From an optimization exercise on the open Yosys and OpenROAD flow, aimed at a short achievable clock period and few clock cycles per item; shortcuts taken in it are not production practice. In this exercise RTL edits were held to simulation tests only and were not proved equivalent to the original. Power and IR drop assume default switching activity.

==> flow/design.v <==
package doaq_pkg;
   localparam int NUM_ALARMS_DEFAULT = 16;
   localparam int TIME_BITS_DEFAULT = 48;
   localparam int OP_W = 2;
   localparam int SLOT_W = 4;
   localparam int DELAY_W = 32;
   localparam int THRESH_W = 20;
   localparam int MODE_W = 2;
   localparam logic [THRESH_W-1:0] THRESH_RESET = 20'd3000;
   localparam logic [OP_W-1:0] OP_SET = 2'd0;
   localparam logic [OP_W-1:0] OP_CANCEL = 2'd1;
   localparam logic [OP_W-1:0] OP_TICK = 2'd2;
   localparam logic [OP_W-1:0] OP_NOP = 2'd3;
   localparam logic KIND_STATUS = 1'b0;
   localparam logic KIND_FIRED = 1'b1;
   localparam logic [MODE_W-1:0] MODE_NONE = 2'd0;
   localparam logic [MODE_W-1:0] MODE_LOCK = 2'd1;
   localparam logic [MODE_W-1:0] MODE_ALARM = 2'd2;
   function automatic logic less32(input logic [31:0] a, input logic [31:0] b);
      logic [31:0] l0, e0;
      logic [15:0] l1, e1;
      logic [7:0]  l2, e2;
      logic [3:0]  l3, e3;
      logic [1:0]  l4, e4;
      l0 = ~a & b;
      e0 = ~(a ^ b);
      for (int k = 0; k < 16; k++) begin
         l1[k] = l0[2*k+1] | (e0[2*k+1] & l0[2*k]);
         e1[k] = e0[2*k+1] & e0[2*k];
      end
      for (int k = 0; k < 8; k++) begin
         l2[k] = l1[2*k+1] | (e1[2*k+1] & l1[2*k]);
         e2[k] = e1[2*k+1] & e1[2*k];
      end
      for (int k = 0; k < 4; k++) begin
         l3[k] = l2[2*k+1] | (e2[2*k+1] & l2[2*k]);
         e3[k] = e2[2*k+1] & e2[2*k];
      end
      for (int k = 0; k < 2; k++) begin
         l4[k] = l3[2*k+1] | (e3[2*k+1] & l3[2*k]);
         e4[k] = e3[2*k+1] & e3[2*k];
      end
      less32 = l4[1] | (e4[1] & l4[0]);
   endfunction
   function automatic logic below(input logic [31:0] x, input logic [THRESH_W-1:0] t);
      below = (x[31:THRESH_W] == '0) && less32({12'd0, x[THRESH_W-1:0]}, {12'd0, t});
   endfunction
   function automatic logic [31:0] dec_sat32(input logic [31:0] x);
      logic [31:0] p;    
      logic [31:0] q;
      p = {x[30:0], 1'b0};
      for (int s = 1; s < 32; s = s * 2) begin
         q = p;
         for (int k = 0; k < 32; k++) begin
            if (k >= s) begin
               p[k] = q[k] | q[k-s];
            end
         end
      end
      if (x == '0) begin
         dec_sat32 = '0;
      end else begin
         dec_sat32 = x ^ ~p;
      end
   endfunction
   function automatic logic [47:0] inc_sat48(input logic [47:0] t);
      logic [47:0] p;    
      logic [47:0] q;
      p = {t[46:0], 1'b1};
      for (int s = 1; s < 48; s = s * 2) begin
         q = p;
         for (int k = 0; k < 48; k++) begin
            if (k >= s) begin
               p[k] = q[k] & q[k-s];
            end
         end
      end
      if (t == '1) begin
         inc_sat48 = t;
      end else begin
         inc_sat48 = t ^ p;
      end
   endfunction
endpackage
module doaq_cell (
   input  logic                         clock,
   input  logic                         reset,
   input  logic                         tick,
   input  logic                         shift,
   input  logic                         m0_valid,
   input  logic [doaq_pkg::SLOT_W-1:0]  m0_slot,
   input  logic [doaq_pkg::DELAY_W-1:0] m0_rem,
   input  logic [doaq_pkg::DELAY_W-1:0] m0_rem_dec,
   input  logic                         m1_valid,
   input  logic [doaq_pkg::SLOT_W-1:0]  m1_slot,
   input  logic [doaq_pkg::DELAY_W-1:0] m1_rem,
   input  logic [doaq_pkg::DELAY_W-1:0] m1_rem_dec,
   output logic                         valid,
   output logic [doaq_pkg::SLOT_W-1:0]  slot,
   output logic [doaq_pkg::DELAY_W-1:0] rem,
   output logic [doaq_pkg::DELAY_W-1:0] rem_dec
);
   logic                         valid_ff;
   logic [doaq_pkg::SLOT_W-1:0]  slot_ff;
   logic [doaq_pkg::DELAY_W-1:0] rem_ff;
   logic [doaq_pkg::DELAY_W-1:0] rem0, rem1;
   assign rem_dec = doaq_pkg::dec_sat32(rem_ff);
   assign rem0 = tick ? m0_rem_dec : m0_rem;
   assign rem1 = tick ? m1_rem_dec : m1_rem;
   always_ff @(posedge clock) begin
      if (reset) begin
         valid_ff <= 1'b0;
      end else begin
         valid_ff <= shift ? m1_valid : m0_valid;
      end
   end
   always_ff @(posedge clock) begin
      slot_ff <= shift ? m1_slot : m0_slot;
      rem_ff <= shift ? rem1 : rem0;
   end
   assign valid = valid_ff;
   assign slot = slot_ff;
   assign rem = rem_ff;
endmodule
module deadline_ordered_alarm_queue #(
   parameter int NUM_ALARMS = doaq_pkg::NUM_ALARMS_DEFAULT,
   parameter int TIME_BITS = doaq_pkg::TIME_BITS_DEFAULT
) (
   input  logic                          clock,
   input  logic                          reset,
   input  logic                          start,
   output logic                          busy,
   input  logic [doaq_pkg::OP_W-1:0]     req_op,
   input  logic [doaq_pkg::SLOT_W-1:0]   req_alarm_slot,
   input  logic [doaq_pkg::DELAY_W-1:0]  req_delay_ms,
   input  logic                          csr_wr_en,
   input  logic [doaq_pkg::THRESH_W-1:0] csr_wr_data,
   output logic                          rsp_valid,
   output logic                          rsp_kind,
   output logic [doaq_pkg::SLOT_W-1:0]   rsp_slot_out,
   output logic [doaq_pkg::MODE_W-1:0]   rsp_wake_mode,
   output logic [doaq_pkg::DELAY_W-1:0]  rsp_next_delay_ms,
   output logic                          rsp_last
);
   localparam int N = NUM_ALARMS;
   localparam int SW = doaq_pkg::SLOT_W;
   localparam int DW = doaq_pkg::DELAY_W;
   localparam int TW = doaq_pkg::THRESH_W;
   logic [TIME_BITS-1:0] time_ff;
   logic [TW-1:0]        thresh_ff;
   logic                 busy_ff;
   logic                 pend_valid_ff;
   logic [SW-1:0]        pend_slot_ff;
   logic [DW-1:0]        pend_rem_ff;
   logic [DW-1:0]        pend_rem_dec;
   logic                 rsp_valid_ff;
   logic                 rsp_kind_ff;
   logic [SW-1:0]        rsp_slot_ff;
   logic [1:0]           rsp_mode_ff;
   logic [DW-1:0]        rsp_delay_ff;
   logic                 rsp_last_ff;
   logic [N:0]           ent_valid;
   logic [SW-1:0]        ent_slot [N+1];
   logic [DW-1:0]        ent_rem [N+1];
   logic [DW-1:0]        ent_rem_dec [N+1];
   assign ent_valid[N] = 1'b0;
   assign ent_slot[N] = '0;
   assign ent_rem[N] = '0;
   assign ent_rem_dec[N] = '0;
   assign pend_rem_dec = doaq_pkg::dec_sat32(pend_rem_ff);
   logic [N:0] stays;
   always_comb begin
      for (int i = 0; i < N; i++) begin
         stays[i] = !pend_valid_ff
                     || (ent_valid[i] && doaq_pkg::less32(ent_rem[i], pend_rem_ff));
      end
      stays[N] = !pend_valid_ff;
   end
   logic [N+1:0]  mg_valid;
   logic [SW-1:0] mg_slot [N+2];
   logic [DW-1:0] mg_rem [N+2];
   logic [DW-1:0] mg_rem_dec [N+2];
   always_comb begin
      for (int j = 0; j <= N; j++) begin
         if (stays[j]) begin
            mg_valid[j] = ent_valid[j];
            mg_slot[j] = ent_slot[j];
            mg_rem[j] = ent_rem[j];
            mg_rem_dec[j] = ent_rem_dec[j];
         end else if ((j == 0) || stays[(j > 0) ? j - 1 : 0]) begin
            mg_valid[j] = 1'b1;
            mg_slot[j] = pend_slot_ff;
            mg_rem[j] = pend_rem_ff;
            mg_rem_dec[j] = pend_rem_dec;
         end else begin
            mg_valid[j] = ent_valid[(j > 0) ? j - 1 : 0];
            mg_slot[j] = ent_slot[(j > 0) ? j - 1 : 0];
            mg_rem[j] = ent_rem[(j > 0) ? j - 1 : 0];
            mg_rem_dec[j] = ent_rem_dec[(j > 0) ? j - 1 : 0];
         end
      end
      mg_valid[N+1] = 1'b0;
      mg_slot[N+1] = '0;
      mg_rem[N+1] = '0;
      mg_rem_dec[N+1] = '0;
   end
   logic          h0_valid, h1_valid;
   logic [SW-1:0] h0_slot, h1_slot;
   logic [DW-1:0] h0_rem, h1_rem, h0_rem_dec;
   assign h0_valid = mg_valid[0];
   assign h0_slot = mg_slot[0];
   assign h0_rem = mg_rem[0];
   assign h0_rem_dec = mg_rem_dec[0];
   assign h1_valid = mg_valid[1];
   assign h1_slot = mg_slot[1];
   assign h1_rem = mg_rem[1];
   logic accept, op_set, op_cancel, op_tick;
   logic do_set, do_cancel, do_tick, do_pop, do_remove;
   logic due0, zero0;
   logic [TW-1:0] thr_in;
   assign busy = busy_ff;
   assign accept = start && !busy_ff;
   assign op_set = (req_op == doaq_pkg::OP_SET);
   assign op_cancel = (req_op == doaq_pkg::OP_CANCEL);
   assign op_tick = (req_op == doaq_pkg::OP_TICK);
   assign thr_in = csr_wr_en ? csr_wr_data : thresh_ff;
   assign due0 = h0_valid && (h0_rem[DW-1:1] == '0);
   assign zero0 = ent_valid[0] && (ent_rem[0] == '0);
   assign do_set = accept && op_set;
   assign do_cancel = accept && op_cancel;
   assign do_tick = accept && op_tick;
   assign do_remove = do_set || do_cancel;
   assign do_pop = (do_tick && due0) || (busy_ff && zero0);
   logic          satmode;
   logic [DW-1:0] satv;
   logic [DW-1:0] new_rem;
   assign satmode = (time_ff[TIME_BITS-1:DW] == '1);
   assign satv = ~time_ff[DW-1:0];
   assign new_rem = (satmode && doaq_pkg::less32(satv, req_delay_ms)) ? satv : req_delay_ms;
   logic [N-1:0] seen [N];
   logic [N-1:0] gone_at [N];
   always_comb begin
      for (int v = 0; v < N; v++) begin
         for (int i = 0; i < N; i++) begin
            seen[v][i] = (ent_valid[i] && (ent_slot[i] == SW'(v)))
                         || ((i > 0) && seen[v][(i > 0) ? i - 1 : 0]);
            if (stays[i]) begin
               gone_at[v][i] = seen[v][i];
            end else begin
               gone_at[v][i] = (pend_valid_ff && (pend_slot_ff == SW'(v)))
                               || ((i > 0) && seen[v][(i > 0) ? i - 1 : 0]);
            end
         end
      end
   end
   logic [N-1:0] shift;
   assign shift = do_pop ? '1 : do_remove ? gone_at[req_alarm_slot] : '0;
   for (genvar i = 0; i < N; i++) begin : g_cell
      doaq_cell u_cell (
         .clock     (clock),
         .reset     (reset),
         .tick      (do_tick),
         .shift     (shift[i]),
         .m0_valid  (mg_valid[i]),
         .m0_slot   (mg_slot[i]),
         .m0_rem    (mg_rem[i]),
         .m0_rem_dec(mg_rem_dec[i]),
         .m1_valid  (mg_valid[i+1]),
         .m1_slot   (mg_slot[i+1]),
         .m1_rem    (mg_rem[i+1]),
         .m1_rem_dec(mg_rem_dec[i+1]),
         .valid     (ent_valid[i]),
         .slot      (ent_slot[i]),
         .rem       (ent_rem[i]),
         .rem_dec   (ent_rem_dec[i])
      );
   end
   logic          m_h0;
   logic          hd_valid;
   logic [SW-1:0] hd_slot;
   logic [DW-1:0] hd_rem;
   logic          hd_low;
   logic          low_h0, low_h1;
   logic          new_head;
   logic          c_e0, c_e1, c_pend, c_h0, c_h1;
   logic          new_low;
   assign m_h0 = h0_valid && (h0_slot == req_alarm_slot);
   assign hd_valid = m_h0 ? h1_valid : h0_valid;
   assign hd_slot = m_h0 ? h1_slot : h0_slot;
   assign hd_rem = m_h0 ? h1_rem : h0_rem;
   function automatic logic low_in(input logic [DW-1:0] x, input logic wr,
                                   input logic [TW-1:0] wdata, input logic [TW-1:0] thr);
      low_in = wr ? doaq_pkg::below(x, wdata) : doaq_pkg::below(x, thr);
   endfunction
   logic low_e0, low_e1, low_p, lowd_e0, lowd_p, low_h0dec;
   assign low_e0 = low_in(ent_rem[0], csr_wr_en, csr_wr_data, thresh_ff);
   assign low_e1 = low_in(ent_rem[1], csr_wr_en, csr_wr_data, thresh_ff);
   assign low_p = low_in(pend_rem_ff, csr_wr_en, csr_wr_data, thresh_ff);
   assign lowd_e0 = low_in(ent_rem_dec[0], csr_wr_en, csr_wr_data, thresh_ff);
   assign lowd_p = low_in(pend_rem_dec, csr_wr_en, csr_wr_data, thresh_ff);
   assign low_h0 = stays[0] ? low_e0 : low_p;
   assign low_h1 = stays[1] ? low_e1 : (stays[0] ? low_p : low_e0);
   assign low_h0dec = stays[0] ? lowd_e0 : lowd_p;
   assign hd_low = m_h0 ? low_h1 : low_h0;
   function automatic logic ahead(input logic [DW-1:0] x, input logic [DW-1:0] d,
                                  input logic sm, input logic [DW-1:0] sv);
      ahead = !doaq_pkg::less32(x, d) || (sm && !doaq_pkg::less32(x, sv));
   endfunction
   assign c_e0 = ahead(ent_rem[0], req_delay_ms, satmode, satv);
   assign c_e1 = ahead(ent_rem[1], req_delay_ms, satmode, satv);
   assign c_pend = ahead(pend_rem_ff, req_delay_ms, satmode, satv);
   assign c_h0 = stays[0] ? c_e0 : c_pend;
   assign c_h1 = stays[1] ? c_e1 : (stays[0] ? c_pend : c_e0);
   assign new_head = m_h0 ? (!h1_valid || c_h1) : (!h0_valid || c_h0);
   assign new_low = low_in(req_delay_ms, csr_wr_en, csr_wr_data, thresh_ff)
                    || (satmode && low_in(satv, csr_wr_en, csr_wr_data, thresh_ff));
   logic          busy_in;
   logic          rsp_valid_in, rsp_kind_in, rsp_last_in;
   logic [SW-1:0] rsp_slot_in;
   logic [1:0]    rsp_mode_in;
   logic [DW-1:0] rsp_delay_in;
   always_comb begin
      busy_in = 1'b0;
      rsp_valid_in = 1'b0;
      rsp_kind_in = doaq_pkg::KIND_STATUS;
      rsp_last_in = 1'b0;
      rsp_slot_in = '0;
      rsp_mode_in = doaq_pkg::MODE_NONE;
      rsp_delay_in = '0;
      if (busy_ff) begin
         rsp_valid_in = 1'b1;
         if (zero0) begin
            busy_in = 1'b1;
            rsp_kind_in = doaq_pkg::KIND_FIRED;
            rsp_slot_in = ent_slot[0];
         end else begin
            rsp_last_in = 1'b1;
            if (ent_valid[0]) begin
               rsp_slot_in = ent_slot[0];
               rsp_delay_in = ent_rem[0];
               rsp_mode_in = doaq_pkg::below(ent_rem[0], thresh_ff) ? doaq_pkg::MODE_LOCK
                                                                    : doaq_pkg::MODE_ALARM;
            end
         end
      end else if (accept) begin
         rsp_valid_in = 1'b1;
         rsp_last_in = 1'b1;
         unique case (req_op)
            doaq_pkg::OP_SET: begin
               if (new_head) begin
                  rsp_slot_in = req_alarm_slot;
                  rsp_delay_in = new_rem;
                  rsp_mode_in = new_low ? doaq_pkg::MODE_LOCK : doaq_pkg::MODE_ALARM;
               end else begin
                  rsp_slot_in = hd_slot;
                  rsp_delay_in = hd_rem;
                  rsp_mode_in = hd_low ? doaq_pkg::MODE_LOCK : doaq_pkg::MODE_ALARM;
               end
            end
            doaq_pkg::OP_CANCEL: begin
               if (hd_valid) begin
                  rsp_slot_in = hd_slot;
                  rsp_delay_in = hd_rem;
                  rsp_mode_in = hd_low ? doaq_pkg::MODE_LOCK : doaq_pkg::MODE_ALARM;
               end
            end
            doaq_pkg::OP_TICK: begin
               if (due0) begin
                  busy_in = 1'b1;
                  rsp_kind_in = doaq_pkg::KIND_FIRED;
                  rsp_last_in = 1'b0;
                  rsp_slot_in = h0_slot;
               end else if (h0_valid) begin
                  rsp_slot_in = h0_slot;
                  rsp_delay_in = h0_rem_dec;
                  rsp_mode_in = low_h0dec ? doaq_pkg::MODE_LOCK : doaq_pkg::MODE_ALARM;
               end
            end
            default: begin
               if (h0_valid) begin
                  rsp_slot_in = h0_slot;
                  rsp_delay_in = h0_rem;
                  rsp_mode_in = low_h0 ? doaq_pkg::MODE_LOCK : doaq_pkg::MODE_ALARM;
               end
            end
         endcase
      end
   end
   always_ff @(posedge clock) begin
      if (reset) begin
         time_ff <= '0;
         thresh_ff <= doaq_pkg::THRESH_RESET;
         busy_ff <= 1'b0;
         pend_valid_ff <= 1'b0;
         rsp_valid_ff <= 1'b0;
      end else begin
         if (do_tick) begin
            time_ff <= doaq_pkg::inc_sat48(time_ff);
         end
         thresh_ff <= thr_in;
         busy_ff <= busy_in;
         pend_valid_ff <= do_set;
         rsp_valid_ff <= rsp_valid_in;
      end
   end
   always_ff @(posedge clock) begin
      if (do_set) begin
         pend_slot_ff <= req_alarm_slot;
         pend_rem_ff <= new_rem;
      end
      rsp_kind_ff <= rsp_kind_in;
      rsp_slot_ff <= rsp_slot_in;
      rsp_mode_ff <= rsp_mode_in;
      rsp_delay_ff <= rsp_delay_in;
      rsp_last_ff <= rsp_last_in;
   end
   assign rsp_valid = rsp_valid_ff;
   assign rsp_kind = rsp_kind_ff;
   assign rsp_slot_out = rsp_slot_ff;
   assign rsp_wake_mode = rsp_mode_ff;
   assign rsp_next_delay_ms = rsp_delay_ff;
   assign rsp_last = rsp_last_ff;
endmodule
==> flow/run.sh <==
#!/bin/bash
# synth_recipe.tcl (not shown) runs the flow's synth.tcl, then flattens the netlist and writes it again
# the make line also repeats each setting of config.mk as NAME=value (left out here)
make -C /OpenROAD-flow-scripts/flow DESIGN_CONFIG=/design/flow/config.mk WORK_HOME=/design/flow/orfs CLKGATE_MAP_FILE= SYNTH_SCRIPT=/design/flow/synth_recipe.tcl finish
==> flow/config.mk <==
export PLATFORM = sky130hd
export DESIGN_NAME = deadline_ordered_alarm_queue
export DESIGN_NICKNAME = deadline_ordered_alarm_queue
export VERILOG_FILES = /design/flow/design.v
export SDC_FILE = /design/flow/constraint.sdc
export NUM_CORES = 4
export LEC_CHECK = 0
export CAP_MARGIN = 35
export CORE_MARGIN = 2
export CORE_UTILIZATION = 40
export SETUP_SLACK_MARGIN = 5
export SLEW_MARGIN = 30
export TNS_END_PERCENT = 10
==> flow/constraint.sdc <==
create_clock -name core_clock -period 8.0 [get_ports {clock}]
set_input_delay 1.6000 -clock core_clock [delete_from_list [all_inputs] [get_ports {clock}]]
set_output_delay 1.6000 -clock core_clock [all_outputs]
set_load 0.01 [all_outputs]
==> notes.md, run 1 <==
* Count of cell types in the netlist at 121
* RSZ-0062 raised after global routing: true
* Sw Share at 0.502
* Flops & latches, synth at 739
* Sequential fraction of design power at 0.273
* Tightest Hold Check Type: reg -> reg
* Final Skew at 0.0273 ns
* Ys flop type: dfxtp_1
* Seq/Total Area, Yosys at 0.167
* DIE HEIGHT at 487 microns
* Share of layout cells above drive strength 1 at 0.155
* IO Port Bufs at 103
* Net Count, Synth at 14200
* DR WL/cell at 33.7 microns
* Routed Antenna Nets at 0
* Setup TNS at 0 ns
* Max Root-Sink Buffers at 3
* CP cell instances: buf_6 > buf_6 > or4_4 > or3_4 > buf_4 > buf_4 > nor4_4 > buf_4 > nand3_1 > nor3_2 > mux2i_2 > buf_4 > o211ai_1 > o21ai_0 > nor2_1 > o21ai_0 > mux2i_1
* Drt drc at 0
* CP required at 8.64 ns
* I/O pins at 104
* Largest net degree at the start of global routing at 115
* Achievable frequency at 0.199 GHz
* Die width at 487 microns
* Hold depth at 2
* Combinational power share at 0.535
* Ys async rst share at 0
* Pwr/cell area at 236 nW/um^2
* Final Setup Violations at 0
* CTS sink count at 739
* Vias/cell at 6.97
* Total CTS buffers at 102
* Root Buffer: clkbuf_16
* Std cell rows at 177
* Final min period at 5.04 ns
* Worst-path fanout max at 9
* Worst Tran Pin Value at 1.29 ns
* Worst-Skew Late Latency at 0.81 ns
* R2R Setup Slk at 2.96 ns
* Largest stage delay, worst path at 0.68 ns
* H-tree Lvls at 3
* First-pass iteration count of the detailed router at 10
* Worst relative slew slack at 0.141
* GRT overflow at 0
* Final GP Congestion at 1.11
* Initial Util at 0.401
* Reg clk slew, reported paths at 0.06 ns
* Final core occ at 0.483
* EDFF count, synth at 72
* Final hold vios at 0
* Initial antenna violation count at 62
* Slew Limit Fails at 0
* Synth area leaders: dfxtp_1, ha_1, mux2i_1
* Final wirelength at 558000 microns
* Fin crit share at 0.630
* DP HPWL at 402000 microns
* Arr. time, crit path at 5.68 ns
* Die area at 237000 sq um
* Area grow syn2layout at 20.4%
* Startpoint types: flip-flop
* Leakage power at 46.1 nW
* Max VDD drop at 0.195 mV
* Vias post-DR at 115000
* Critical path type: reg -> reg
* Most used cell along the critical path: buf_4
* Cells on worst reg2reg path at 17
* Yosys top cell by area: dfxtp_1
* Avg Cell Area, Syn at 7.08 sq um
* RR Endpoint: g_cell[12].u_cell.rem_ff[31]
* Max-cap violations at 0
* Post-Syn Area at 93200 sq um
* CTS tree: built
* Syn. warnings at 18
* Most frequent cells in the layout: nand2_1, nor2_1, a21oi_1
* Status: timing/DRC/antenna clean
* Core area at 232000 sq um
* Layout Nets at 14500
* Number of global-route vias before repair at 103000
* Net Switching at 13.3 mW
* Hold_sp: time_ff[36]
* GRT Overall Usage at 0.440
* Clk network pwr share at 0.192
* Global-route wire length before repair at 763000 microns
* Fillers at 23500
* Reg-to-reg startpoint: pend_rem_ff[15]
* Commonest non-fill, non-tap cell in the layout: nand2_1
* Crit. End Element: flip-flop
* Cells after synthesis at 13100
* First-iteration detailed-routing DRC count at 18100
* Internal power at 13.2 mW
* Hold worst-path end: time_ff[36]
* CP max-delay cell: o21ai_0
* Hold Buf Count CTS at 0
* Top cell type's share of synthesized area at 0.143
## worst max-delay path by stage
stage               cells past startpoint                   startpoint                           end
floorplan                              15            req_alarm_slot[3]   g_cell[7].u_cell.rem_ff[14]
global placement                       14             req_delay_ms[23]                rsp_mode_ff[0]
detailed placement                     13            req_alarm_slot[1]              rsp_delay_ff[29]
CTS                                    16  g_cell[11].u_cell.rem_ff[0]  g_cell[12].u_cell.rem_ff[23]
global route                           21              pend_rem_ff[15]                rsp_mode_ff[1]
finish                                 17              pend_rem_ff[15]  g_cell[12].u_cell.rem_ff[31]
## power groups by stage
stage	Sequential [mW]	Clock, mW	Combinational [mW]
after global placement	7.16	0	12.4
after detailed placement	7.14	0	12.5
after CTS	7.08	5.03	13.2
after floorplan	6.08	0	8.84
after global routing	7.38	5.17	15.2
final	7.24	5.08	14.2
## timing repair
action,in CTS,in global routing
gates resized for setup,617,433
cloned,36,26
endpoints found under the setup margin,827,828
buffers inserted,283,170
pin swaps,102,93
## sequential cells by signal, summed over array words and instances (netlist names)
signal,count
busy_ff,1
g_cell.u_cell.rem_ff,512
g_cell.u_cell.slot_ff,64
g_cell.u_cell.valid_ff,16
pend_rem_ff,32
pend_slot_ff,4
pend_valid_ff,1
rsp_delay_ff,32
rsp_kind_ff,1
rsp_last_ff,1
rsp_mode_ff,2
rsp_slot_ff,4
rsp_valid_ff,1
thresh_ff,20
time_ff,48
## through the flow
stage               total power [mW]  std cells  hold slack [ns]  area [sq um]  worst slack, ns
floorplan                       14.9      13100            0.458         93700             3.52
global placement                19.6      15800            0.472         98900            0.987
detailed placement              19.6      15800            0.480         99100             1.27
CTS                             25.4      16300            0.488        108000             3.23
global route                    27.7      16500            0.526        112000             3.05
finish                          26.5      16600            0.483        112000             2.96
## area by class of cell
cell class / count / area [sq um] / area share
timing repair buffer: 1098 / 11300 / 0.101
clock inverter: 46 / 573 / 0.00511
antenna: 30 / 75.1 / 0.000669
inverter: 674 / 2750 / 0.0245
clock buffer: 137 / 2920 / 0.0260
sequential: 739 / 15600 / 0.139
multi-input combinational: 10800 / 75100 / 0.670
tap: 3043 / 3810 / 0.0339
## cell families (layout without fill, tap and decap cells)
group	after synthesis	count (layout)	share of synthesized area
flip-flops	739	739	0.167
other	0	30	0
buffers and inverters	1642	1955	0.0690
AND/OR/NAND/NOR	4440	4451	0.226
multiplexers	768	768	0.0875
AO/OA/AOI/OAI	4260	4268	0.289
XOR/XNOR	302	302	0.0284
adder cells (fa/ha/maj)	997	997	0.134
## critical path: cells and delay by family (launching register included)
kind | cells | cell delay, ns
compound gates | 3 | 0.94
simple gates | 6 | 1.88
flops | 1 | 0.38
buf+inv | 6 | 1.19
mux | 2 | 0.46
## Yosys cell counts, drive strengths merged, types with 41 or more instances
library cell,instances
o311ai,69
nor3,451
or4,59
o31ai,77
and3,92
a221oi,61
nor2,1223
nor2b,94
a2111oi,41
o21ai,1156
o211ai,284
o221ai,205
dfxtp,667
and2,58
edfxtp,72
nor4,160
a31oi,215
inv,670
nand4,207
o22ai,133
nand2,1347
xnor2,290
or3,112
mux2i,586
a211oi,182
clkbuf,745
ha,997
mux2,162
o21a,96
a21o,220
buf,223
a21oi,1129
nand3,340
nand2b,90
## metal layers
metal	global-route usage	wire (microns)	up-vias
met5	0	368	-
met4	0.292	45300	42
met3	0.161	86100	2117
met2	0.609	215000	8829
met1	0.566	211000	54700
li1	-	-	49600
Testbench counts, summed over its fixed seeds: cycles 15,319, requests 12,016.
==> inputs of run 2 (changes only) <==
--- a/flow/design.v
+++ b/flow/design.v
@@ -45,6 +45,11 @@
    function automatic logic below(input logic [31:0] x, input logic [THRESH_W-1:0] t);
       below = (x[31:THRESH_W] == '0) && less32({12'd0, x[THRESH_W-1:0]}, {12'd0, t});
    endfunction
+   function automatic logic below_dec(input logic [31:0] x, input logic [THRESH_W-1:0] t);
+      below_dec = (x[31:THRESH_W] == '0)
+                  && !less32({12'd0, t}, {12'd0, x[THRESH_W-1:0]})
+                  && ((x[THRESH_W-1:0] != '0) || (t != '0));
+   endfunction
    function automatic logic [31:0] dec_sat32(input logic [31:0] x);
       logic [31:0] p;    
       logic [31:0] q;
@@ -122,6 +127,28 @@
    assign slot = slot_ff;
    assign rem = rem_ff;
 endmodule
+module doaq_pick #(
+   parameter int N = doaq_pkg::NUM_ALARMS_DEFAULT
+) (
+   input  logic                        pop,
+   input  logic                        remove,
+   input  logic [doaq_pkg::SLOT_W-1:0] slot,
+   input  logic [N*N-1:0]              gone_at,
+   output logic [N-1:0]                shift
+);
+   logic [N-1:0] slot_dec;
+   always_comb begin
+      for (int v = 0; v < N; v++) begin
+         slot_dec[v] = remove && (slot == doaq_pkg::SLOT_W'(v));
+      end
+      for (int i = 0; i < N; i++) begin
+         shift[i] = pop;
+         for (int v = 0; v < N; v++) begin
+            shift[i] = shift[i] || (slot_dec[v] && gone_at[v*N+i]);
+         end
+      end
+   end
+endmodule
 module deadline_ordered_alarm_queue #(
    parameter int NUM_ALARMS = doaq_pkg::NUM_ALARMS_DEFAULT,
    parameter int TIME_BITS = doaq_pkg::TIME_BITS_DEFAULT
@@ -168,11 +195,25 @@
    assign ent_rem[N] = '0;
    assign ent_rem_dec[N] = '0;
    assign pend_rem_dec = doaq_pkg::dec_sat32(pend_rem_ff);
-   logic [N:0] stays;
+   logic [N:0]   stays;
+   logic [N:0]   stays_ff;
+   logic [N-1:0] shift_ff;
+   logic [N-1:0] ahead_ff;        
+   logic         ahead_pend_ff;   
+   logic [N+1:0] mg_ahead;
    always_comb begin
+      for (int j = 0; j <= N; j++) begin
+         if (stays_ff[j]) begin
+            mg_ahead[j] = (j < N) ? ahead_ff[(j < N) ? j : 0] : 1'b0;
+         end else if ((j == 0) || stays_ff[(j > 0) ? j - 1 : 0]) begin
+            mg_ahead[j] = ahead_pend_ff;
+         end else begin
+            mg_ahead[j] = ahead_ff[(j > 0) ? j - 1 : 0];
+         end
+      end
+      mg_ahead[N+1] = 1'b0;
       for (int i = 0; i < N; i++) begin
-         stays[i] = !pend_valid_ff
-                     || (ent_valid[i] && doaq_pkg::less32(ent_rem[i], pend_rem_ff));
+         stays[i] = !pend_valid_ff || (shift_ff[i] ? mg_ahead[i+1] : mg_ahead[i]);
       end
       stays[N] = !pend_valid_ff;
    end
@@ -238,23 +279,31 @@
    assign satv = ~time_ff[DW-1:0];
    assign new_rem = (satmode && doaq_pkg::less32(satv, req_delay_ms)) ? satv : req_delay_ms;
    logic [N-1:0] seen [N];
-   logic [N-1:0] gone_at [N];
+   logic [N*N-1:0] gone_at;
    always_comb begin
       for (int v = 0; v < N; v++) begin
          for (int i = 0; i < N; i++) begin
             seen[v][i] = (ent_valid[i] && (ent_slot[i] == SW'(v)))
                          || ((i > 0) && seen[v][(i > 0) ? i - 1 : 0]);
             if (stays[i]) begin
-               gone_at[v][i] = seen[v][i];
+               gone_at[v*N+i] = seen[v][i];
             end else begin
-               gone_at[v][i] = (pend_valid_ff && (pend_slot_ff == SW'(v)))
+               gone_at[v*N+i] = (pend_valid_ff && (pend_slot_ff == SW'(v)))
                                || ((i > 0) && seen[v][(i > 0) ? i - 1 : 0]);
             end
          end
       end
    end
    logic [N-1:0] shift;
-   assign shift = do_pop ? '1 : do_remove ? gone_at[req_alarm_slot] : '0;
+   doaq_pick #(
+      .N(N)
+   ) u_pick (
+      .pop    (do_pop),
+      .remove (do_remove),
+      .slot   (req_alarm_slot),
+      .gone_at(gone_at),
+      .shift  (shift)
+   );
    for (genvar i = 0; i < N; i++) begin : g_cell
       doaq_cell u_cell (
          .clock     (clock),
@@ -284,7 +333,8 @@
    logic          new_head;
    logic          c_e0, c_e1, c_pend, c_h0, c_h1;
    logic          new_low;
-   assign m_h0 = h0_valid && (h0_slot == req_alarm_slot);
+   assign m_h0 = stays[0] ? (ent_valid[0] && (ent_slot[0] == req_alarm_slot))
+                          : (pend_valid_ff && (pend_slot_ff == req_alarm_slot));
    assign hd_valid = m_h0 ? h1_valid : h0_valid;
    assign hd_slot = m_h0 ? h1_slot : h0_slot;
    assign hd_rem = m_h0 ? h1_rem : h0_rem;
@@ -296,8 +346,10 @@
    assign low_e0 = low_in(ent_rem[0], csr_wr_en, csr_wr_data, thresh_ff);
    assign low_e1 = low_in(ent_rem[1], csr_wr_en, csr_wr_data, thresh_ff);
    assign low_p = low_in(pend_rem_ff, csr_wr_en, csr_wr_data, thresh_ff);
-   assign lowd_e0 = low_in(ent_rem_dec[0], csr_wr_en, csr_wr_data, thresh_ff);
-   assign lowd_p = low_in(pend_rem_dec, csr_wr_en, csr_wr_data, thresh_ff);
+   assign lowd_e0 = csr_wr_en ? doaq_pkg::below_dec(ent_rem[0], csr_wr_data)
+                              : doaq_pkg::below_dec(ent_rem[0], thresh_ff);
+   assign lowd_p = csr_wr_en ? doaq_pkg::below_dec(pend_rem_ff, csr_wr_data)
+                             : doaq_pkg::below_dec(pend_rem_ff, thresh_ff);
    assign low_h0 = stays[0] ? low_e0 : low_p;
    assign low_h1 = stays[1] ? low_e1 : (stays[0] ? low_p : low_e0);
    assign low_h0dec = stays[0] ? lowd_e0 : lowd_p;
@@ -309,6 +361,14 @@
    assign c_e0 = ahead(ent_rem[0], req_delay_ms, satmode, satv);
    assign c_e1 = ahead(ent_rem[1], req_delay_ms, satmode, satv);
    assign c_pend = ahead(pend_rem_ff, req_delay_ms, satmode, satv);
+   logic [N-1:0] ahead_in;
+   logic         ahead_pend_in;
+   always_comb begin
+      for (int k = 0; k < N; k++) begin
+         ahead_in[k] = ent_valid[k] && !ahead(ent_rem[k], req_delay_ms, satmode, satv);
+      end
+   end
+   assign ahead_pend_in = pend_valid_ff && !c_pend;
    assign c_h0 = stays[0] ? c_e0 : c_pend;
    assign c_h1 = stays[1] ? c_e1 : (stays[0] ? c_pend : c_e0);
    assign new_head = m_h0 ? (!h1_valid || c_h1) : (!h0_valid || c_h0);
@@ -408,6 +468,10 @@
          pend_slot_ff <= req_alarm_slot;
          pend_rem_ff <= new_rem;
       end
+      ahead_ff <= ahead_in;
+      ahead_pend_ff <= ahead_pend_in;
+      stays_ff <= stays;
+      shift_ff <= shift;
       rsp_kind_ff <= rsp_kind_in;
       rsp_slot_ff <= rsp_slot_in;
       rsp_mode_ff <= rsp_mode_in;
--- a/flow/config.mk
+++ b/flow/config.mk
@@ -10,4 +10,6 @@
 export CORE_UTILIZATION = 40
 export SETUP_SLACK_MARGIN = 5
 export SLEW_MARGIN = 30
+export SYNTH_HIERARCHICAL = 1
+export SYNTH_MINIMUM_KEEP_SIZE = 0
 export TNS_END_PERCENT = 10
==> notes.md, run 2 <==
* Ys async rst share at 0 (unchanged)
* Critical path type: in -> reg
* Flops & latches, synth at 789 (+6.8%)
* Seq/Total Area, Yosys at 0.147 (-0.0198)
* Drt drc at 0 (unchanged)
* Final hold vios at 0 (unchanged)
* Yosys top cell by area: ha_1
* Share of layout cells above drive strength 1 at 0.145 (-0.00917)
* Die area at 279000 sq um (+18%)
* CTS tree: built
* Post-Syn Area at 110000 sq um (+18%)
* Hold worst-path end: time_ff[43]
* Status: timing/DRC/antenna clean
* Combinational power share at 0.564 (+0.029)
* Most used cell along the critical path: o21ai_0
* Max VDD drop at 0.193 mV (-1.0%)
* Crit. End Element: flip-flop
* Sequential fraction of design power at 0.274 (about the same)
* EDFF count, synth at 36 (-50%)
* Vias/cell at 6.39 (-8.3%)
* Worst-path fanout max at 7 (-2)
* Worst relative slew slack at 0.345 (+0.204)
* R2R Setup Slk at 3.58 ns (+0.62 ns)
* Final min period at 4.48 ns (-0.553 ns)
* Final Skew at 0.0515 ns (+0.0241 ns)
* Final wirelength at 515000 microns (-7.7%)
* GR Util met3 at 0.0622 (-0.0991)
* Commonest non-fill, non-tap cell in the layout: nand2_1
* Initial antenna violation count at 27 (-56%)
* Routed Antenna Nets at 0 (unchanged)
* CP bufs+invs at 1 (-5)
* Initial Util at 0.402 (+0.000961)
* DIE HEIGHT at 529 microns (+8.6%)
* DP HPWL at 387000 microns (-3.7%)
* Root Buffer: clkbuf_16
* Achievable frequency at 0.223 GHz (+12%)
* Worst-Skew Late Latency at 0.82 ns (about the same)
* Top-count cell post-synth: nand2_1
* Largest stage delay, worst path at 0.50 ns (-0.18 ns)
* RSZ-0062 raised after global routing: true
* Max Root-Sink Buffers at 3 (unchanged)
* GR Util met1 at 0.483 (-0.0830)
* Syn. warnings at 23 (+5)
* Net Count, Synth at 16500 (+16%)
* IO Port Bufs at 103 (unchanged)
* Arr. time, crit path at 5.19 ns (-0.49 ns)
* Fin crit share at 0.561 (-0.0692)
* First-pass iteration count of the detailed router at 7 (-3)
* Pwr/cell area at 268 nW/um^2 (+13%)
* Reg-to-reg startpoint: g_cell[0].u_cell.slot_ff[2]
* Avg Cell Area, Syn at 7.30 sq um (+3.0%)
* Top cell type's share of synthesized area at 0.156 (+0.0123)
* Cells after synthesis at 15100 (+15%)
* CP cell instances: buf_2 > ha_1 > o21ai_0 > a21oi_1 > o21ai_0 > o211ai_1 > a311oi_2 > nor4b_1 > o21a_2 > or3_4 > or3b_1 > a31o_1
* Die width at 529 microns (+8.6%)
* I/O pins at 104 (unchanged)
* Clk network pwr share at 0.163 (-0.029)
* CP max-delay cell: a311oi_2
* Tightest Hold Check Type: reg -> reg
* Startpoint types: input port
* Global-route wire length before repair at 742000 microns (-2.7%)
* Gr busiest metal: met2
* Top post-synthesis cells by count: nand2_1, nor2_1, ha_1
* Met2 Use GR at 0.523 (-0.0861)
* Final GP Congestion at 1.06 (-4.6%)
* Kind of cell adding the most delay to the critical path: compound AO/OA/AOI/OAI gates
* Largest net degree at the start of global routing at 174 (+51%)
* Hold WS at 0.513 ns (+0.0300 ns)
* Hold depth at 2 (unchanged)
* Layout Nets at 16400 (+13%)
* CP required at 8.70 ns (+0.06 ns)
* Leakage power at 51.0 nW (+10%)
* Slew Limit Fails at 0 (unchanged)
* Worst Tran Pin Value at 0.982 ns (-0.303 ns)
* Final Setup Violations at 0 (unchanged)
* Setup TNS at 0 ns (unchanged)
* Number of global-route vias before repair at 109000 (+6.3%)
* GRT Overall Usage at 0.351 (-0.0896)
* GRT overflow at 0 (unchanged)
* CTS sink count at 789 (+6.8%)
* Max-cap violations at 0 (unchanged)
* Total CTS buffers at 107 (+4.9%)
* Biggest regs: g_cell.u_cell.rem_ff: 512 flops, g_cell.u_cell.slot_ff: 64 flops, time_ff: 48 flops
* Core area at 274000 sq um (+18%)
* Count of cell types in the netlist at 94 (-22%)
* Std cell rows at 192 (+8.5%)
* DR WL/cell at 27.7 microns (-18%)
* Net Switching at 16.5 mW (+24%)
* Hold_sp: time_ff[43]
* Most frequent cells in the layout: nand2_1, nor2_1, ha_1
* Max reg flops at 512 (unchanged)
* Area grow syn2layout at 12.7%
* RR Endpoint: g_cell[12].u_cell.rem_ff[21]
* Vias post-DR at 119000 (+3.1%)
* Sw Share at 0.496 (-0.00618)
* Ys flop type: dfxtp_1
* Launch point of the critical path: req_delay_ms[3]
* Cells on worst reg2reg path at 18 (+1)
* H-tree Lvls at 3 (unchanged)
* Reg clk slew, reported paths at 0.07 ns (about the same)
* Internal power at 16.8 mW (+27%)
* Most flops, register: g_cell.u_cell.rem_ff
* Synth area leaders: ha_1, dfxtp_1, mux4_2
* Fillers at 27600 (+17%)
* First-iteration detailed-routing DRC count at 15300 (-15%)
* Hold Buf Count CTS at 0 (unchanged)
## run 2: cell count changes after synthesis, sizes merged, moves of 202 or more
cell	delta
a31oi	+317
ha	+372
mux2i	-459
mux4	+492
nand2	+880
nor2	+788
o221ai	-202
## run 2: logic make-up after synthesis
| family | count (synthesis) | share of synthesized area |
|---|---|---|
| compound gates | 3882 | 0.215 |
| xor+xnor | 262 | 0.0208 |
| fa+ha+maj | 1369 | 0.156 |
| buf+inv | 1719 | 0.0612 |
| flops | 789 | 0.147 |
| mux | 798 | 0.133 |
| simple gates | 6261 | 0.268 |
## run 2: final cells by class
cell class	count	area, sq um	share of cell area
antenna	9	22.5	0.000182
clock buffer	154	3140	0.0253
clock inverter	42	619	0.00499
inverter	725	2830	0.0228
multi-input combinational	12600	89700	0.723
sequential	789	16300	0.131
tap	3589	4490	0.0362
timing repair buffer	715	6980	0.0563
## run 2: timing repair
action	in CTS	in global routing
gates resized for setup	494	157
buffers inserted	135	83
cloned	27	15
setup endpoints to repair	826	817
pin swaps	94	57
## run 2: per-layer routing
metal,share of wire,up-vias,wire length (microns)
met4,0.060,8,31000
met2,0.42,6942,215000
met3,0.11,1257,54100
met5,0.000097,-,50
li1,-,55100,-
met1,0.42,55600,214000
## run 2: worst min-delay path: stages, from the launching register on
cell     delay [ns]
dfxtp_1        0.34
xor2_1         0.07
nor2_1         0.07
## run 2: through the flow
| stage | worst slack [ns] | instances | area [sq um] | util | total power, mW |
|---|---|---|---|---|---|
| floorplan | 3.98 | 15100 | 111000 | - | 21.0 |
| global placement | 1.49 | 18100 | 115000 | 0.420 | 26.6 |
| detailed placement | 1.73 | 18100 | 115000 | 0.421 | 26.8 |
| CTS | 3.65 | 18500 | 122000 | 0.447 | 32.6 |
| global route | 3.54 | 18600 | 124000 | 0.453 | 35.7 |
| finish | 3.52 | 18600 | 124000 | 0.453 | 33.2 |
## run 2: how the worst max path moves through the flow
| stage | depth (start not counted) | slack, ns | endpoint |
|---|---|---|---|
| 2_1_floorplan | 14 | 3.98 | g_cell[5].u_cell.rem_ff[10] |
| 3_3_place_gp | 10 | 1.49 | rsp_mode_ff[0] |
| 3_5_place_dp | 13 | 1.73 | ahead_ff[12] |
| 4_1_cts | 20 | 3.65 | g_cell[15].u_cell.rem_ff[30] |
| 5_1_grt | 18 | 3.54 | g_cell[12].u_cell.rem_ff[21] |
| 6_report | 12 | 3.52 | rsp_delay_ff[25] |
## run 2: modules after synthesis, one instance, submodules excluded, excerpt
module | copies in the design | cells
deadline_ordered_alarm_queue | 1 | 11400
doaq_cell | 16 | 216
## run 2: power groups by stage
| stage | clock network (mW) | registers [mW] | logic, mW |
|---|---|---|---|
| floorplan | 0 | 7.63 | 13.3 |
| global placement | 0 | 9.01 | 17.6 |
| detailed placement | 0 | 9.00 | 17.8 |
| CTS | 5.45 | 8.93 | 18.2 |
| global route | 5.57 | 9.34 | 20.8 |
| finish | 5.40 | 9.09 | 18.7 |
Testbench counts of run 2, summed over its fixed seeds: cycles 15,319, requests 12,016.
==> inputs of run 3 (changes only) <==
--- a/flow/design.v
+++ b/flow/design.v
@@ -90,7 +90,9 @@
 module doaq_cell (
    input  logic                         clock,
    input  logic                         reset,
-   input  logic                         tick,
+   input  logic                         start,
+   input  logic                         busy,
+   input  logic [doaq_pkg::OP_W-1:0]    op,
    input  logic                         shift,
    input  logic                         m0_valid,
    input  logic [doaq_pkg::SLOT_W-1:0]  m0_slot,
@@ -110,6 +112,8 @@
    logic [doaq_pkg::DELAY_W-1:0] rem_ff;
    logic [doaq_pkg::DELAY_W-1:0] rem0, rem1;
    assign rem_dec = doaq_pkg::dec_sat32(rem_ff);
+   logic tick;
+   assign tick = start && !busy && (op == doaq_pkg::OP_TICK);
    assign rem0 = tick ? m0_rem_dec : m0_rem;
    assign rem1 = tick ? m1_rem_dec : m1_rem;
    always_ff @(posedge clock) begin
@@ -130,22 +134,30 @@
 module doaq_pick #(
    parameter int N = doaq_pkg::NUM_ALARMS_DEFAULT
 ) (
-   input  logic                        pop,
-   input  logic                        remove,
+   input  logic                        start,
+   input  logic                        busy,
+   input  logic [doaq_pkg::OP_W-1:0]   op,
    input  logic [doaq_pkg::SLOT_W-1:0] slot,
+   input  logic                        due0,
+   input  logic                        zero0,
    input  logic [N*N-1:0]              gone_at,
    output logic [N-1:0]                shift
 );
-   logic [N-1:0] slot_dec;
+   logic [N-1:0] slot_dec, at;
+   logic         take, tick_pop, remove;
+   assign take = start && !busy;
+   assign tick_pop = (op == doaq_pkg::OP_TICK) && due0;
+   assign remove = (op == doaq_pkg::OP_SET) || (op == doaq_pkg::OP_CANCEL);
    always_comb begin
       for (int v = 0; v < N; v++) begin
-         slot_dec[v] = remove && (slot == doaq_pkg::SLOT_W'(v));
+         slot_dec[v] = (slot == doaq_pkg::SLOT_W'(v));
       end
       for (int i = 0; i < N; i++) begin
-         shift[i] = pop;
+         at[i] = 1'b0;
          for (int v = 0; v < N; v++) begin
-            shift[i] = shift[i] || (slot_dec[v] && gone_at[v*N+i]);
+            at[i] = at[i] || (slot_dec[v] && gone_at[v*N+i]);
          end
+         shift[i] = (busy && zero0) || (take && (tick_pop || (remove && at[i])));
       end
    end
 endmodule
@@ -186,6 +198,10 @@
    logic [1:0]           rsp_mode_ff;
    logic [DW-1:0]        rsp_delay_ff;
    logic                 rsp_last_ff;
+   logic                 rsp_new_ff;
+   logic [SW-1:0]        new_slot_ff;
+   logic [1:0]           new_mode_ff;
+   logic [DW-1:0]        new_delay_ff;
    logic [N:0]           ent_valid;
    logic [SW-1:0]        ent_slot [N+1];
    logic [DW-1:0]        ent_rem [N+1];
@@ -265,8 +281,9 @@
    assign op_cancel = (req_op == doaq_pkg::OP_CANCEL);
    assign op_tick = (req_op == doaq_pkg::OP_TICK);
    assign thr_in = csr_wr_en ? csr_wr_data : thresh_ff;
-   assign due0 = h0_valid && (h0_rem[DW-1:1] == '0);
-   assign zero0 = ent_valid[0] && (ent_rem[0] == '0);
+   logic e0_le1_ff, e0_zero_ff, pend_le1_ff;
+   assign due0 = stays[0] ? (ent_valid[0] && e0_le1_ff) : pend_le1_ff;
+   assign zero0 = ent_valid[0] && e0_zero_ff;
    assign do_set = accept && op_set;
    assign do_cancel = accept && op_cancel;
    assign do_tick = accept && op_tick;
@@ -283,8 +300,10 @@
    always_comb begin
       for (int v = 0; v < N; v++) begin
          for (int i = 0; i < N; i++) begin
-            seen[v][i] = (ent_valid[i] && (ent_slot[i] == SW'(v)))
-                         || ((i > 0) && seen[v][(i > 0) ? i - 1 : 0]);
+            seen[v][i] = 1'b0;
+            for (int k = 0; k <= i; k++) begin
+               seen[v][i] = seen[v][i] || (ent_valid[k] && (ent_slot[k] == SW'(v)));
+            end
             if (stays[i]) begin
                gone_at[v*N+i] = seen[v][i];
             end else begin
@@ -298,9 +317,12 @@
    doaq_pick #(
       .N(N)
    ) u_pick (
-      .pop    (do_pop),
-      .remove (do_remove),
+      .start  (start),
+      .busy   (busy_ff),
+      .op     (req_op),
       .slot   (req_alarm_slot),
+      .due0   (due0),
+      .zero0  (zero0),
       .gone_at(gone_at),
       .shift  (shift)
    );
@@ -308,7 +330,9 @@
       doaq_cell u_cell (
          .clock     (clock),
          .reset     (reset),
-         .tick      (do_tick),
+         .start     (start),
+         .busy      (busy_ff),
+         .op        (req_op),
          .shift     (shift[i]),
          .m0_valid  (mg_valid[i]),
          .m0_slot   (mg_slot[i]),
@@ -374,6 +398,46 @@
    assign new_head = m_h0 ? (!h1_valid || c_h1) : (!h0_valid || c_h0);
    assign new_low = low_in(req_delay_ms, csr_wr_en, csr_wr_data, thresh_ff)
                     || (satmode && low_in(satv, csr_wr_en, csr_wr_data, thresh_ff));
+   function automatic logic le1(input logic [DW-1:0] x);
+      le1 = (x[DW-1:1] == '0);
+   endfunction
+   function automatic logic le2(input logic [DW-1:0] x);
+      le2 = (x[DW-1:2] == '0) && !(x[1] && x[0]);
+   endfunction
+   logic e0_le1_in, e0_zero_in, pend_le1_in;
+   logic m0_le1, m0_le2, m0_zero, m1_le1, m1_le2, m1_zero;
+   always_comb begin
+      if (stays[0]) begin
+         m0_le1 = le1(ent_rem[0]);
+         m0_le2 = le2(ent_rem[0]);
+         m0_zero = (ent_rem[0] == '0);
+      end else begin
+         m0_le1 = le1(pend_rem_ff);
+         m0_le2 = le2(pend_rem_ff);
+         m0_zero = (pend_rem_ff == '0);
+      end
+      if (stays[1]) begin
+         m1_le1 = le1(ent_rem[1]);
+         m1_le2 = le2(ent_rem[1]);
+         m1_zero = (ent_rem[1] == '0);
+      end else if (stays[0]) begin
+         m1_le1 = le1(pend_rem_ff);
+         m1_le2 = le2(pend_rem_ff);
+         m1_zero = (pend_rem_ff == '0);
+      end else begin
+         m1_le1 = le1(ent_rem[0]);
+         m1_le2 = le2(ent_rem[0]);
+         m1_zero = (ent_rem[0] == '0);
+      end
+      if (shift[0]) begin
+         e0_le1_in = do_tick ? m1_le2 : m1_le1;
+         e0_zero_in = do_tick ? m1_le1 : m1_zero;
+      end else begin
+         e0_le1_in = do_tick ? m0_le2 : m0_le1;
+         e0_zero_in = do_tick ? m0_le1 : m0_zero;
+      end
+   end
+   assign pend_le1_in = le1(req_delay_ms) || (satmode && le1(satv));
    logic          busy_in;
    logic          rsp_valid_in, rsp_kind_in, rsp_last_in;
    logic [SW-1:0] rsp_slot_in;
@@ -407,15 +471,9 @@
          rsp_last_in = 1'b1;
          unique case (req_op)
             doaq_pkg::OP_SET: begin
-               if (new_head) begin
-                  rsp_slot_in = req_alarm_slot;
-                  rsp_delay_in = new_rem;
-                  rsp_mode_in = new_low ? doaq_pkg::MODE_LOCK : doaq_pkg::MODE_ALARM;
-               end else begin
-                  rsp_slot_in = hd_slot;
-                  rsp_delay_in = hd_rem;
-                  rsp_mode_in = hd_low ? doaq_pkg::MODE_LOCK : doaq_pkg::MODE_ALARM;
-               end
+               rsp_slot_in = hd_slot;
+               rsp_delay_in = hd_rem;
+               rsp_mode_in = hd_low ? doaq_pkg::MODE_LOCK : doaq_pkg::MODE_ALARM;
             end
             doaq_pkg::OP_CANCEL: begin
                if (hd_valid) begin
@@ -464,7 +522,10 @@
       end
    end
    always_ff @(posedge clock) begin
+      e0_le1_ff <= e0_le1_in;
+      e0_zero_ff <= e0_zero_in;
       if (do_set) begin
+         pend_le1_ff <= pend_le1_in;
          pend_slot_ff <= req_alarm_slot;
          pend_rem_ff <= new_rem;
       end
@@ -472,6 +533,10 @@
       ahead_pend_ff <= ahead_pend_in;
       stays_ff <= stays;
       shift_ff <= shift;
+      rsp_new_ff <= do_set && new_head;
+      new_slot_ff <= req_alarm_slot;
+      new_delay_ff <= new_rem;
+      new_mode_ff <= new_low ? doaq_pkg::MODE_LOCK : doaq_pkg::MODE_ALARM;
       rsp_kind_ff <= rsp_kind_in;
       rsp_slot_ff <= rsp_slot_in;
       rsp_mode_ff <= rsp_mode_in;
@@ -480,8 +545,8 @@
    end
    assign rsp_valid = rsp_valid_ff;
    assign rsp_kind = rsp_kind_ff;
-   assign rsp_slot_out = rsp_slot_ff;
-   assign rsp_wake_mode = rsp_mode_ff;
-   assign rsp_next_delay_ms = rsp_delay_ff;
+   assign rsp_slot_out = rsp_new_ff ? new_slot_ff : rsp_slot_ff;
+   assign rsp_wake_mode = rsp_new_ff ? new_mode_ff : rsp_mode_ff;
+   assign rsp_next_delay_ms = rsp_new_ff ? new_delay_ff : rsp_delay_ff;
    assign rsp_last = rsp_last_ff;
 endmodule
==> notes.md, run 3 <==
* Final Setup Violations at 0 (unchanged)
* Top-count cell post-synth: nand2_1
* Startpoint types: flip-flop
* Routed Antenna Nets at 0 (unchanged)
* Std cell rows at 194 (+1.0%)
* Die width at 535 microns (+1.2%)
* DR WL/cell at 34.9 microns (+26%)
* Layout Nets at 16400 (+0.57%)
* Max-cap violations at 0 (unchanged)
* Number of global-route vias before repair at 116000 (+6.6%)
* Reg clk slew, reported paths at 0.06 ns (about the same)
* Gr busiest metal: met2
* Top post-synthesis cells by count: nand2_1, nor2_1, ha_1
* First-iteration detailed-routing DRC count at 21900 (+43%)
* Root Buffer: clkbuf_16
* Top cell type's share of synthesized area at 0.152 (-0.00348)
* Avg Cell Area, Syn at 7.43 sq um (+1.8%)
* Crit. End Element: flip-flop
* Leakage power at 52.9 nW (+3.9%)
* Area grow syn2layout at 14.3%
* Final min period at 4.36 ns (-0.127 ns)
* Worst-path fanout max at 64 (+57)
* Synth area leaders: ha_1, dfxtp_1, mux4_2
* Global-route wire length before repair at 906000 microns (+22%)
* Ys flop type: dfxtp_1
* Net Count, Synth at 16600 (+0.53%)
* Fin crit share at 0.545 (-0.0159)
* Vias/cell at 6.97 (+9.1%)
* Initial antenna violation count at 90 (+230%)
* CTS sink count at 831 (+5.3%)
* Most flops, register: g_cell.u_cell.rem_ff
* CTS tree: built
* DP HPWL at 465000 microns (+20%)
* IO Port Bufs at 103 (unchanged)
* Core area at 280000 sq um (+2.3%)
* Status: timing/DRC/antenna clean
* Max Root-Sink Buffers at 3 (unchanged)
* Arr. time, crit path at 5.10 ns (-0.09 ns)
* Vias post-DR at 132000 (+11%)
* Worst-Skew Late Latency at 0.93 ns (+0.11 ns)
* Critical path type: reg -> reg
* First-pass iteration count of the detailed router at 10 (+3)
* Count of cell types in the netlist at 107 (+14%)
* CP required at 8.74 ns (+0.04 ns)
* Ys async rst share at 0 (unchanged)
* Most frequent cells in the layout: nand2_1, nor2_1, ha_1
* Final Skew at 0.118 ns (+0.0663 ns)
* Hold WS at 0.500 ns (-0.0127 ns)
* Syn. warnings at 23 (unchanged)
* I/O pins at 104 (unchanged)
* Worst Tran Pin Value at 1.13 ns (+0.147 ns)
* Share of layout cells above drive strength 1 at 0.157 (+0.0116)
* Final GP Congestion at 1.08 (+1.9%)
* Biggest regs: g_cell.u_cell.rem_ff: 512 flops, g_cell.u_cell.slot_ff: 64 flops, time_ff: 48 flops
* Final wirelength at 661000 microns (+28%)
* Yosys top cell by area: ha_1
* Worst relative slew slack at 0.244 (-0.101)
* EDFF count, synth at 37 (+2.8%)
* Setup TNS at 0 ns (unchanged)
* Total CTS buffers at 112 (+4.7%)
* Die area at 286000 sq um (+2.3%)
* Final hold vios at 0 (unchanged)
* Total power at 36.5 mW (+9.7%)
* GR Util met3 at 0.211 (+0.149)
* Max reg flops at 512 (unchanged)
* Cells after synthesis at 15200 (+0.57%)
* Met2 Use GR at 0.591 (+0.0682)
* Max VDD drop at 0.219 mV (+13%)
* GRT overflow at 0 (unchanged)
* Tightest Hold Check Type: reg -> reg
* Commonest non-fill, non-tap cell in the layout: nand2_1
* Hold Buf Count CTS at 0 (unchanged)
* Seq/Total Area, Yosys at 0.151 (+0.00416)
* Flops & latches, synth at 831 (+5.3%)
* Pwr/cell area at 283 nW/um^2 (+5.7%)
* RSZ-0062 raised after global routing: true
* Slew Limit Fails at 0 (unchanged)
* Post-Syn Area at 113000 sq um (+2.4%)
* DIE HEIGHT at 535 microns (+1.2%)
* GRT Overall Usage at 0.443 (+0.0920)
* Largest net degree at the start of global routing at 104 (-40%)
* H-tree Lvls at 3 (unchanged)
* Achievable frequency at 0.230 GHz (+2.9%)
* GR Util met1 at 0.527 (+0.0439)
* Initial Util at 0.403 (about the same)
* Drt drc at 0 (unchanged)
run 3: changes by cell type in the layout (fill, tap and decap cells not counted), sizes merged, moves of 84 or more:
cell / delta
a21o: +84
a21oi: -368
a31oi: +342
nand2: +260
nor2: -148
o21ai: -392
run 3: worst max-delay path: stages, from the launching register on:
cell and delay, ns:
dfxtp_1 0.38, mux2i_1 0.21, nor2_1 0.09, a21oi_4 0.48, nand2b_1 0.20, o211a_4 0.41
inv_6 0.31, o2111ai_1 0.45, a22o_1 0.23, a221oi_2 0.09, a41oi_4 0.31, buf_12 0.28
mux4_2 0.56
run 3: worst paths after layout:
| check | start | end | slack (ns) | cells after the start |
|---|---|---|---|---|
| worst max register to register | stays_ff[13] | g_cell[13].u_cell.rem_ff[1] | 3.64 | 12 |
| worst max-delay path | stays_ff[13] | g_cell[13].u_cell.rem_ff[1] | 3.64 | 12 |
| worst min-delay path | time_ff[43] | time_ff[43] | 0.50 | 2 |
| worst min register to register | time_ff[43] | time_ff[43] | 0.50 | 2 |
run 3: area by class of cell:
type | instances | area, sq um
Sequential cell | 831 | 17100
Multi-Input combinational cell | 12600 | 92000
Clock inverter | 42 | 626
Timing Repair Buffer | 753 | 7900
Clock buffer | 170 | 3260
Tap cell | 3724 | 4660
Timing Repair inverter | 4 | 50.0
Inverter | 743 | 2980
Antenna cell | 88 | 220
Fill cell | 28100 | 151000
run 3: Yosys stat by module, one instance, submodules excluded, excerpt:
module                        cells  flip-flops and latches  cell area [sq um]
deadline_ordered_alarm_queue  11400                     239              71300
doaq_cell                       217                      37               2450
run 3: repair_timing:
action | 4_1_cts | 5_1_grt
setup buffers | 122 | 115
resized for setup | 446 | 398
gates cloned | 27 | 16
endpoints found under the setup margin | 834 | 825
pin swaps | 77 | 46
run 3: logic make-up after synthesis:
kind of cell,share of synthesized area
AOI/OAI and AO/OA,0.214
xor gates and xnor gates,0.0201
adders and majority gates,0.152
buffers and inverters,0.0625
DFF,0.151
muxes,0.134
and+or+nand+nor,0.267
run 3: per-layer routing:
metal | part of all wire | up-vias
li1 | - | 56100
met1 | 0.35 | 61800
met2 | 0.38 | 11100
met3 | 0.16 | 2956
met4 | 0.10 | 65
met5 | 0.0020 | -
run 3: metrics by stage:
stage / area (sq um) / utilization / instances / setup slack, ns
global placement: 118000 / 0.421 / 18300 / 1.90
detailed placement: 118000 / 0.422 / 18300 / 1.90
floorplan: 113000 / - / 15200 / 4.27
CTS: 125000 / 0.448 / 18700 / 3.84
finish: 129000 / 0.460 / 18900 / 3.64
global route: 129000 / 0.459 / 18900 / 3.73
run 3: power breakdown:
| part | switching, mW | total, mW | leakage (nW) | internal (mW) |
|---|---|---|---|---|
| sequential | 4.08 | 9.77 | 6.95 | 5.68 |
| clock | 2.47 | 5.65 | 1.90 | 3.18 |
| combinational | 12.5 | 21.1 | 44.1 | 8.55 |
| total | 19.1 | 36.5 | 52.9 | 17.4 |
Testbench counts of run 3, summed over its fixed seeds: cycles 15,319, requests 12,016.

-- afterwards: timing with drivers on the ports --
No port has a modelled driver above. Below, the same layouts with a new extraction and two added sets of constraints. Step 1, drivers: a clkbuf_16 drives clock and a buf_2 each remaining input, both assumed. Step 2 moves the port delays by t, midway between the first and last clock arrival at a register: inputs arrive t later, outputs are due t later. That takes back most of the time a late clock gives input paths. a / b / c = ideal / step 1 / step 2; a / b = the first two.
run | t, ns | setup slack, ns | hold WS [ns] | clock arrival spread, ns
run 1 | 0.905 | 2.963 / 2.963 / 2.350 | 0.483 / 0.483 / 0.483 | 0.029 / 0.028
run 2 | 0.899 | 3.516 / 3.534 / 2.636 | 0.513 / 0.513 / 0.513 | 0.052 / 0.053
run 3 | 0.976 | 3.643 / 3.643 / 2.751 | 0.500 / 0.500 / 0.500 | 0.119 / 0.119
After both steps setup and hold are still met in every run listed. The setup slack of run 3, which loses most, moves by 0.000 ns with the drivers and by -0.892 ns with both steps.
